This is an optimization exercise on Yosys and OpenROAD, whose aim is small area and a short achievable clock period, not a production implementation. No run shown here included a check of the RTL's function; only the layout flow was run. Power and IR drop assume default switching activity.

### design/flow/run.sh
#!/bin/bash
# synth_recipe.tcl (not shown) runs the flow's synth.tcl, then flattens the netlist and writes it again
# the make line also repeats each setting of config.mk as NAME=value (left out here)
make -C /OpenROAD-flow-scripts/flow DESIGN_CONFIG=/design/flow/config.mk WORK_HOME=/design/flow/orfs CLKGATE_MAP_FILE= SYNTH_SCRIPT=/design/flow/synth_recipe.tcl finish
### design/flow/constraint.sdc
create_clock -name core_clock -period 5.0 [get_ports {clk}]
set_input_delay 1.0000 -clock core_clock [delete_from_list [all_inputs] [get_ports {clk}]]
set_output_delay 1.0000 -clock core_clock [all_outputs]
set_load 0.01 [all_outputs]
### design/flow/config.mk
export PLATFORM = sky130hd
export DESIGN_NAME = ultrasonic_ctrl_mc
export DESIGN_NICKNAME = ultrasonic_ctrl_mc
export VERILOG_FILES = /design/flow/design.v
export SDC_FILE = /design/flow/constraint.sdc
export NUM_CORES = 4
export LEC_CHECK = 0
export CAP_MARGIN = 20
export CORE_MARGIN = 2
export CORE_UTILIZATION = 55
export CTS_CLUSTER_DIAMETER = 80
export CTS_CLUSTER_SIZE = 30
export PLACE_DENSITY = 0.65
export SETUP_SLACK_MARGIN = 2.3
export SLEW_MARGIN = 20
### design/flow/design.v
module ultrasonic_ctrl_mc #(
  parameter int NCH       = 4,
  parameter int CH_W      = 2,
  parameter int DAC_W     = 12,
  parameter int DATA_W    = 25,
  parameter int DEPTH     = 128,
  parameter int ADDR_W    = 7,
  parameter int RING_MODE = 1
) (
  input  logic                   clk,
  input  logic                   rst_n,
  input  logic                   cmd_valid,
  output logic                   cmd_ready,
  input  logic [2:0]             cmd_op,
  input  logic [CH_W-1:0]        cmd_ch,
  input  logic [7:0]             cmd_amount,
  input  logic                   cmd_capture,
  output logic [NCH*DAC_W-1:0]   dac_out,
  output logic [NCH-1:0]         dac_on,
  input  logic                   rec_en,
  input  logic [DATA_W-1:0]      buf_in,
  output logic                   capturing,
  output logic                   cap_done,
  output logic [CH_W-1:0]        cap_ch,
  output logic [ADDR_W:0]        cap_count,
  output logic [ADDR_W-1:0]      cap_start,
  output logic                   overflow,
  input  logic                   rd_en,
  input  logic [ADDR_W-1:0]      rd_add,
  output logic [DATA_W-1:0]      rd_data,
  output logic                   rd_valid
);
  localparam logic [2:0] OP_ON   = 3'd1;
  localparam logic [2:0] OP_OFF  = 3'd2;
  localparam logic [2:0] OP_INC  = 3'd3;
  localparam logic [2:0] OP_DEC  = 3'd4;
  localparam logic [2:0] OP_SET  = 3'd5;
  localparam logic [2:0] OP_STOP = 3'd6;
  logic                start, stop, wr;
  logic [DAC_W-1:0]    amt_ext;
  assign cmd_ready = 1'b1;
  assign start     = cmd_valid & cmd_capture;
  assign stop      = cmd_valid & (cmd_op == OP_STOP);
  assign wr        = capturing & rec_en & ~start;
  assign amt_ext   = DAC_W'(cmd_amount);
  logic [DAC_W-1:0] level [NCH];
  for (genvar i = 0; i < NCH; i++) begin : g_ch
    logic [DAC_W:0]   sum, diff;
    logic [DAC_W-1:0] lvl_d;
    logic             on_d, hit;
    assign hit  = cmd_valid & (cmd_ch == CH_W'(i));
    assign sum  = {1'b0, level[i]} + {1'b0, amt_ext};
    assign diff = {1'b0, level[i]} - {1'b0, amt_ext};
    always_comb begin
      lvl_d = level[i];
      on_d  = dac_on[i];
      if (hit) begin
        case (cmd_op)
          OP_ON:  on_d  = 1'b1;
          OP_OFF: on_d  = 1'b0;
          OP_INC: lvl_d = sum[DAC_W]  ? '1 : sum[DAC_W-1:0];
          OP_DEC: lvl_d = diff[DAC_W] ? '0 : diff[DAC_W-1:0];
          OP_SET: lvl_d = amt_ext;
          default: ;
        endcase
      end
    end
    always_ff @(posedge clk or negedge rst_n) begin
      if (!rst_n) begin
        level[i]                   <= '0;
        dac_on[i]                  <= 1'b0;
        dac_out[i*DAC_W +: DAC_W]  <= '0;
      end else begin
        level[i]                   <= lvl_d;
        dac_on[i]                  <= on_d;
        dac_out[i*DAC_W +: DAC_W]  <= on_d ? lvl_d : '0;
      end
    end
  end
  logic [ADDR_W-1:0] wr_ptr, wr_ptr_inc;
  assign wr_ptr     = cap_count[ADDR_W-1:0] | cap_start;
  assign wr_ptr_inc = wr_ptr + 1'b1;
  always_ff @(posedge clk or negedge rst_n) begin
    if (!rst_n) begin
      capturing <= 1'b0;
      cap_done  <= 1'b0;
      cap_ch    <= '0;
      cap_count <= '0;
      cap_start <= '0;
      overflow  <= 1'b0;
    end else begin
      if (start) begin
        capturing <= 1'b1;
        cap_done  <= 1'b0;
      end else if (capturing && stop) begin
        capturing <= 1'b0;
        cap_done  <= 1'b1;
      end
      if (start) begin
        cap_ch    <= cmd_ch;
        cap_count <= '0;
        cap_start <= '0;
        overflow  <= 1'b0;
      end else if (wr) begin
        if (!cap_count[ADDR_W]) begin
          cap_count <= cap_count + 1'b1;
        end else begin
          overflow  <= 1'b1;
          cap_start <= wr_ptr_inc;
        end
      end
    end
  end
  logic [ADDR_W-1:0] hold_ptr;
  always_ff @(posedge clk or negedge rst_n) begin
    if (!rst_n)     hold_ptr <= '0;
    else if (start) hold_ptr <= '0;
    else if (wr)    hold_ptr <= hold_ptr + 1'b1;
  end
  logic [DATA_W-1:0] mem [DEPTH];
  logic [DEPTH-1:0]  row_we, row_hold, row_rd;
  for (genvar r = 0; r < DEPTH; r++) begin : g_row
    logic [DATA_W-1:0] q;
    assign row_we[r]   = wr & (wr_ptr == ADDR_W'(r));
    assign row_hold[r] = ~(wr & (hold_ptr == ADDR_W'(r)));
    assign row_rd[r]   = (rd_add == ADDR_W'(r));
    always_ff @(posedge clk)
      q <= ({DATA_W{row_we[r]}} & buf_in) | ({DATA_W{row_hold[r]}} & q);
    assign mem[r] = q;
  end
  logic [DATA_W-1:0] rd_mux;
  always_comb begin
    rd_mux = '0;
    for (int r = 0; r < DEPTH; r++)
      rd_mux = rd_mux | ({DATA_W{row_rd[r]}} & mem[r]);
  end
  always_ff @(posedge clk or negedge rst_n) begin
    if (!rst_n) begin
      rd_data  <= '0;
      rd_valid <= 1'b0;
    end else begin
      rd_valid <= rd_en;
      if (rd_en) rd_data <= rd_mux;
    end
  end
endmodule
==> results of run 1 <==
[Yosys cell counts, types with 36 or more instances]
library cell     n  share of area [%]
inv_1           58               0.17
ha_1            73               0.72
nor2_1         430                1.3
a22oi_1       1141                6.8
nand4_1        100               0.49
nor4_1          81               0.40
o211ai_1        36               0.21
o22ai_1        152               0.75
and3_1          53               0.26
a21oi_1        148               0.58
nor3_1          93               0.37
a31oi_1         44               0.22
a22o_1        3353                 23
clkbuf_1      1130                3.3
dfxtp_1       3200                 50
a222oi_1        93               0.73
o21ai_0         98               0.39
buf_1           45               0.13
dfrtp_1        153                3.0
nand3_1        132               0.52
a221oi_1       114               0.79
buf_2          162               0.64
nand2_1        425                1.3
[cell families after synthesis]
kind of cell,synth area share (%)
buf+inv,4.33
other cells,0.00296
xor+xnor,0.297
compound gates,35.0
fa+ha+maj,0.846
flops,53.5
simple gates,5.82
mux,0.184
[per-stage QoR]
step | hold slack (ns) | total power [mW] | area (um2) | setup WS [ns]
4_1_cts | 0.131 | 50.0 | 154000 | 1.73
3_5_place_dp | 0.456 | 34.2 | 141000 | -0.372
3_3_place_gp | 0.453 | 34.1 | 141000 | -0.617
2_1_floorplan | 0.440 | 31.7 | 130000 | 1.73
[worst min-delay path by stage]
stage                          from               to  slack, ns  depth (start not counted)
global placement    g_row[118].q[4]  g_row[118].q[4]       0.45                          1
CTS                           rst_n      dac_out[34]       0.13                          1
floorplan           g_row[104].q[4]  g_row[104].q[4]       0.44                          1
detailed placement  g_row[118].q[4]  g_row[118].q[4]       0.46                          1
[power by group through the flow]
stage / clock, mW / sequential, mW / combinational, mW
3_3_place_gp: 0 / 29.0 / 5.05
3_5_place_dp: 0 / 29.0 / 5.14
4_1_cts: 15.9 / 28.5 / 5.66
2_1_floorplan: 0 / 28.7 / 3.02
[per-layer routing]
layer	track usage [%]	overflow
met3	91.2	734
met5	82.5	115
met4	93.5	1262
met2	100	1889
met1	95.0	707
[what timing repair did]
item                       in CTS
gates cloned                   40
buffers inserted              406
setup endpoints to repair    3415
pin swaps                     255
gates resized for setup       949
==> metrics.cfg, run 1 <==
[placed_design]
place.gp.congestion=1.39
dp.cells=14700
dp_hpwl_um=633000
port_buffers=148

[clocking]
cts_sinks=3353
root_buffer=clkbuf_16
postCtsHoldBufs=0
cts_max_level=4
numCtsBuffers=150
cts_buffer_depth=3

[status]
lastStage=global routing (5_1_grt)
outcome=aborted with a tool error
stop_error=[ERROR GRT-0116] Global routing finished with congestion. Check the congestion regions in the DRC Viewer.

[global_route]
grt_pass1_vias=153000
track_usage_pct=95.1
grt_max_degree=80
grt_overflow_total=4707
grt_pass1_wl_um=1560000

[logic_synthesis]
syn_area_um2=127000
synth-async-reset-ratio_pct=4.56
synth_cell_type_count=91
avgSynthCellArea_um2=10.7
synth_fp_nets=12000
ys_seq_area_share_pct=53.5
synth_edf_count=0
yosysWarnings=3
syn_inst=11800
synth-seq-cells=3353
yosys_most_used_dff=dfxtp_1

[die]
row_count=176
start_util_pct=55.2
die_y_um=484
die_x_um=484
io_pins=150

==> run 2, diff against run 1 <==
--- a/design/flow/design.v
+++ b/design/flow/design.v
@@ -119,10 +119,9 @@
   end
   logic [DATA_W-1:0] mem [DEPTH];
-  logic [DEPTH-1:0]  row_we, row_hold, row_rd;
+  logic [DEPTH-1:0]  row_we, row_hold;
   for (genvar r = 0; r < DEPTH; r++) begin : g_row
     logic [DATA_W-1:0] q;
     assign row_we[r]   = wr & (wr_ptr == ADDR_W'(r));
     assign row_hold[r] = ~(wr & (hold_ptr == ADDR_W'(r)));
-    assign row_rd[r]   = (rd_add == ADDR_W'(r));
     always_ff @(posedge clk)
       q <= ({DATA_W{row_we[r]}} & buf_in) | ({DATA_W{row_hold[r]}} & q);
@@ -130,9 +129,15 @@
   end
   logic [DATA_W-1:0] rd_mux;
-  always_comb begin
-    rd_mux = '0;
-    for (int r = 0; r < DEPTH; r++)
-      rd_mux = rd_mux | ({DATA_W{row_rd[r]}} & mem[r]);
+  for (genvar l = 0; l <= ADDR_W; l++) begin : g_lvl
+    logic [DATA_W-1:0] n [DEPTH >> l];
+    for (genvar k = 0; k < (DEPTH >> l); k++) begin : g_n
+      if (l == 0) begin : g_leaf
+        assign n[k] = mem[k];
+      end else begin : g_mux
+        assign n[k] = rd_add[l-1] ? g_lvl[l-1].n[2*k+1] : g_lvl[l-1].n[2*k];
+      end
+    end
   end
+  assign rd_mux = g_lvl[ADDR_W].n[0];
   always_ff @(posedge clk or negedge rst_n) begin
     if (!rst_n) begin
==> design/flow/flow/run.sh (new file) <==
#!/bin/bash
# Standard ORFS layout (the standard.sh, unchanged synthesis), except that
# the port buffers placed in global placement are plain buf_4 cells instead of
# the resizer's default pick.
set -euo pipefail
export BUFFER_PORTS_ARGS="-buffer_cell sky130_fd_sc_hd__buf_4"
bash standard.sh "BUFFER_PORTS_ARGS=-buffer_cell sky130_fd_sc_hd__buf_4" finish > orfs_make.log 2>&1
==> design/flow/standard.sh (new file) <==
#!/bin/bash
# synth_recipe.tcl (not shown) runs the flow's synth.tcl, then flattens the netlist and writes it again
# the make line also repeats each setting of config.mk as NAME=value (left out here)
make -C /OpenROAD-flow-scripts/flow DESIGN_CONFIG=/design/flow/config.mk WORK_HOME=/design/flow/orfs CLKGATE_MAP_FILE= SYNTH_SCRIPT=/design/flow/synth_recipe.tcl "${@:-finish}"
--- a/design/flow/config.mk
+++ b/design/flow/config.mk
@@ -8,8 +8,5 @@
 export CAP_MARGIN = 20
 export CORE_MARGIN = 2
-export CORE_UTILIZATION = 55
-export CTS_CLUSTER_DIAMETER = 80
-export CTS_CLUSTER_SIZE = 30
-export PLACE_DENSITY = 0.65
-export SETUP_SLACK_MARGIN = 2.3
+export CORE_UTILIZATION = 45
+export SETUP_SLACK_MARGIN = 1.5
 export SLEW_MARGIN = 20
removed: design/flow/run.sh
==> metrics.cfg, run 2 <==
[layout]
regMostFlops=g_row.q
final_common_cell=a22o_1
largest_reg_flops=3200
areaGrowthSynthToFinish_pct=13.5
layout_common_cells=a22o_1 (3206), dfxtp_1 (3200), mux4_2 (785), buf_4 (640), clkbuf_16 (359)
nNetsFinal=10700
reg_top3=g_row.q: 3200 flops, dac_out: 48 flops, level: 48 flops
drive_gt1_share_pct=21.0

[clocking]
path_clk_slew_ns=0.06
cts_sinks=3353
numCtsBuffers=353
tritoncts=done
postCtsSetupBuffers=0
clock_latency_ns=0.97
cts_buffer_depth=4
cts_max_level=5
root_buffer=clkbuf_16

[worst_hold_path]
worst_hold_path_type=input port to async pin

[global_route]
busiest_layer=met2
antenna_found_initial=23
grt_pass1_wl_um=730000
track_usage_pct=32.8
grt_pass1_vias=99500
grtUsageMet1_pct=43.2
grt_max_degree=96
grt_overflow_total=0
use_met3_pct=8.77
grt_util_met2_pct=48.0

[route]
routed_wl_um=507000
drc=0
detail-route-antenna-nets=0
via_per_inst=6.88
dr.first_iter.drc_count=12700
wl_per_cell_um=34.4
firstDrtPassIters=6
vias=102000

[logic_synthesis]
synth_edf_count=0
avgSynthCellArea_um2=12.4
synth_cell_type_count=86
synth_fp_nets=10800
synthTopCellsByArea=dfxtp_1 (48%), a22o_1 (21%), mux4_2 (13%)
synth_top_area_cell=dfxtp_1
yosys_most_used_dff=dfxtp_1
synth-async-reset-ratio_pct=4.56
syn_inst=10700
synth_top_cells_by_count=a22o_1 (3206), dfxtp_1 (3200), mux4_2 (785), clkbuf_1 (766), buf_2 (332)
synth-seq-cells=3353
synth.most_common_cell=a22o_1
yosysWarnings=11
ys_seq_area_share_pct=51.2
syn_area_um2=133000
synth_top_area_share_pct=48.3

[setup_path]
cp-end-kind=flip-flop
worst_path_largest_cell_delay_ns=0.81
worstPathArrival_ns=4.41
crit_type=flip-flop to flip-flop
slowest_stage=nand3_1
critPathMostFrequentCell=buf_4
cp-start-kind=flip-flop
timing.rr.start=cap_count[2]
crit_fanout=25
reg2regPathDepth=7
reg2reg_slack_ns=1.43
r2r-end=g_row[101].q[11]
crit_required_ns=5.85
worstPathCellList=nor2_1 > nor3_2 > nand3_1 > buf_4 > nor2_2 > buf_4 > a22o_1

[sta]
clock_skew_ns=0.0693
fin_crit_sh_pct=71.3
max_freq_mhz=280
final_hold_viol_count=0
period_minus_slack_ns=3.57
rsz0062_at_grt=true
finalMaxSlewViolations=0
slew_headroom_pct=13.9
worst_slew_pin_slew_ns=1.28
setup_slack_ns=1.43
tns_ns=0
timing.hold.ws_ns=0.145
setup_violations=0

[power_and_ir_drop]
p_per_area_nw_per_um2=410
power.leakage_nw=57.8
peakVddDrop_mv=0.462
p_total_mw=61.7

[die]
die_x_um=547
row_count=199
start_util_pct=45.2
io_pins=150
die-area_um2=299000
die_y_um=547
core_um2=294000

[job]
maxCapViolCount=0

[status]
outcome=no timing/DRC/antenna violations

[placed_design]
dp_slack_ns=0.429
port_buffers=148
dp_hpwl_um=311000
place.gp.congestion=0.964

[run 2: cell count changes after synthesis, sizes merged, moves of 126 or more]
cell    before   now
nand2      425   299
buf        214   458
clkbuf    1130   766
nor2       435   301
a22oi     1141    85
a22o      3353  3206
mux2i       11   219
mux4         0   785
[run 2: worst max-delay path by stage]
| stage | start | end | slack [ns] | depth (start not counted) |
|---|---|---|---|---|
| floorplan | cmd_amount[1] | dac_out[26] | 1.68 | 10 |
| detailed placement | rd_add[0] | rd_data[8] | 0.43 | 7 |
| global placement | rd_add[0] | rd_data[8] | 0.40 | 7 |
| CTS | rd_add[0] | rd_data[11] | 1.55 | 9 |
| global route | cap_count[2] | g_row[119].q[12] | 1.49 | 6 |
| finish | cap_count[2] | g_row[101].q[11] | 1.43 | 7 |
[run 2: routing by layer]
layer	vias to the layer above	wire length [um]
met5	-	64
met4	10	36600
met3	1327	56500
met2	6078	217000
met1	52300	197000
li1	41800	-
[run 2: final cells by class]
type                    instances  area [um2]
diodes                         11        27.5
clock buffers                 518       10500
clock inverters               129        1600
fillers                     24900      143000
inverters                      64         243
multi-input cells            6057       59500
flip-flops and latches       3353       67900
well taps                    3919        4900
repair buffers                706        5900
[run 2: worst max-delay path, delay by kind of cell, from the launching register on]
kind | cells | cell delay, ns
AOI/OAI and AO/OA | 1 | 0.20
DFF | 1 | 0.56
and+or+nand+nor | 4 | 1.73
buffers and inverters | 2 | 0.90
[run 2: timing repair]
action | CTS | global route
endpoints found under the setup margin | 1 | 61
hold buffers | 0 | 0
cloned | 0 | 0
pin swaps | 0 | 0
gates resized for setup | 1 | 5
[run 2: per-stage QoR]
| step | cell area [um2] | std cells | util [%] |
|---|---|---|---|
| after floorplan | 133000 | 10700 | - |
| after global placement | 138000 | 14100 | 47.1 |
| after detailed placement | 138000 | 14100 | 47.2 |
| after CTS | 151000 | 14700 | 51.3 |
| after global routing | 151000 | 14700 | 51.3 |
| final | 151000 | 14800 | 51.3 |
[run 2: logic make-up (layout without fill, tap and decap cells)]
kind of cell	count (synthesis)	count (layout)	share of synthesized area, %
compound gates	3969	3969	25.1
xor+xnor	29	29	0.191
fa+ha+maj	81	81	0.809
buf+inv	1288	1417	4.32
flops	3353	3353	51.2
mux	1019	1019	15.1
other cells	1	12	0.00283
simple gates	958	958	3.34
[run 2: where the power goes]
group,internal [mW],switching (mW),total (mW)
combinational,2.37,3.53,5.90
clock,15.9,11.4,27.4
sequential,27.7,0.737,28.5

separate check: timing with driven ports:
How much do the figures lean on ideal ports? The routed layout below was timed once more, with nothing changed but the port constraints. Step 1, drivers: a clkbuf_16 drives clk and a buf_2 each remaining input, both assumed. Step 2 times the ports against the registers' clock, not the clock port: input delays grow and output delays shrink by t, the midpoint of the rising clock arrivals with the driver on. a / b / c = ideal / step 1 / step 2; a / b = the first two.
run: run 2
t, ns: 1.032
setup WS [ns]: 1.435 / 1.435 / 0.418
hold slack, ns: 0.145 / 0.083 / 0.470
clock arrival spread, ns: 0.071 / 0.071
worst data-port slew with drivers (ns): 0.21
After both steps run 2 still meets setup and hold. The setup slack of run 2 moves by 0.000 ns with the drivers and by -1.017 ns with both steps.
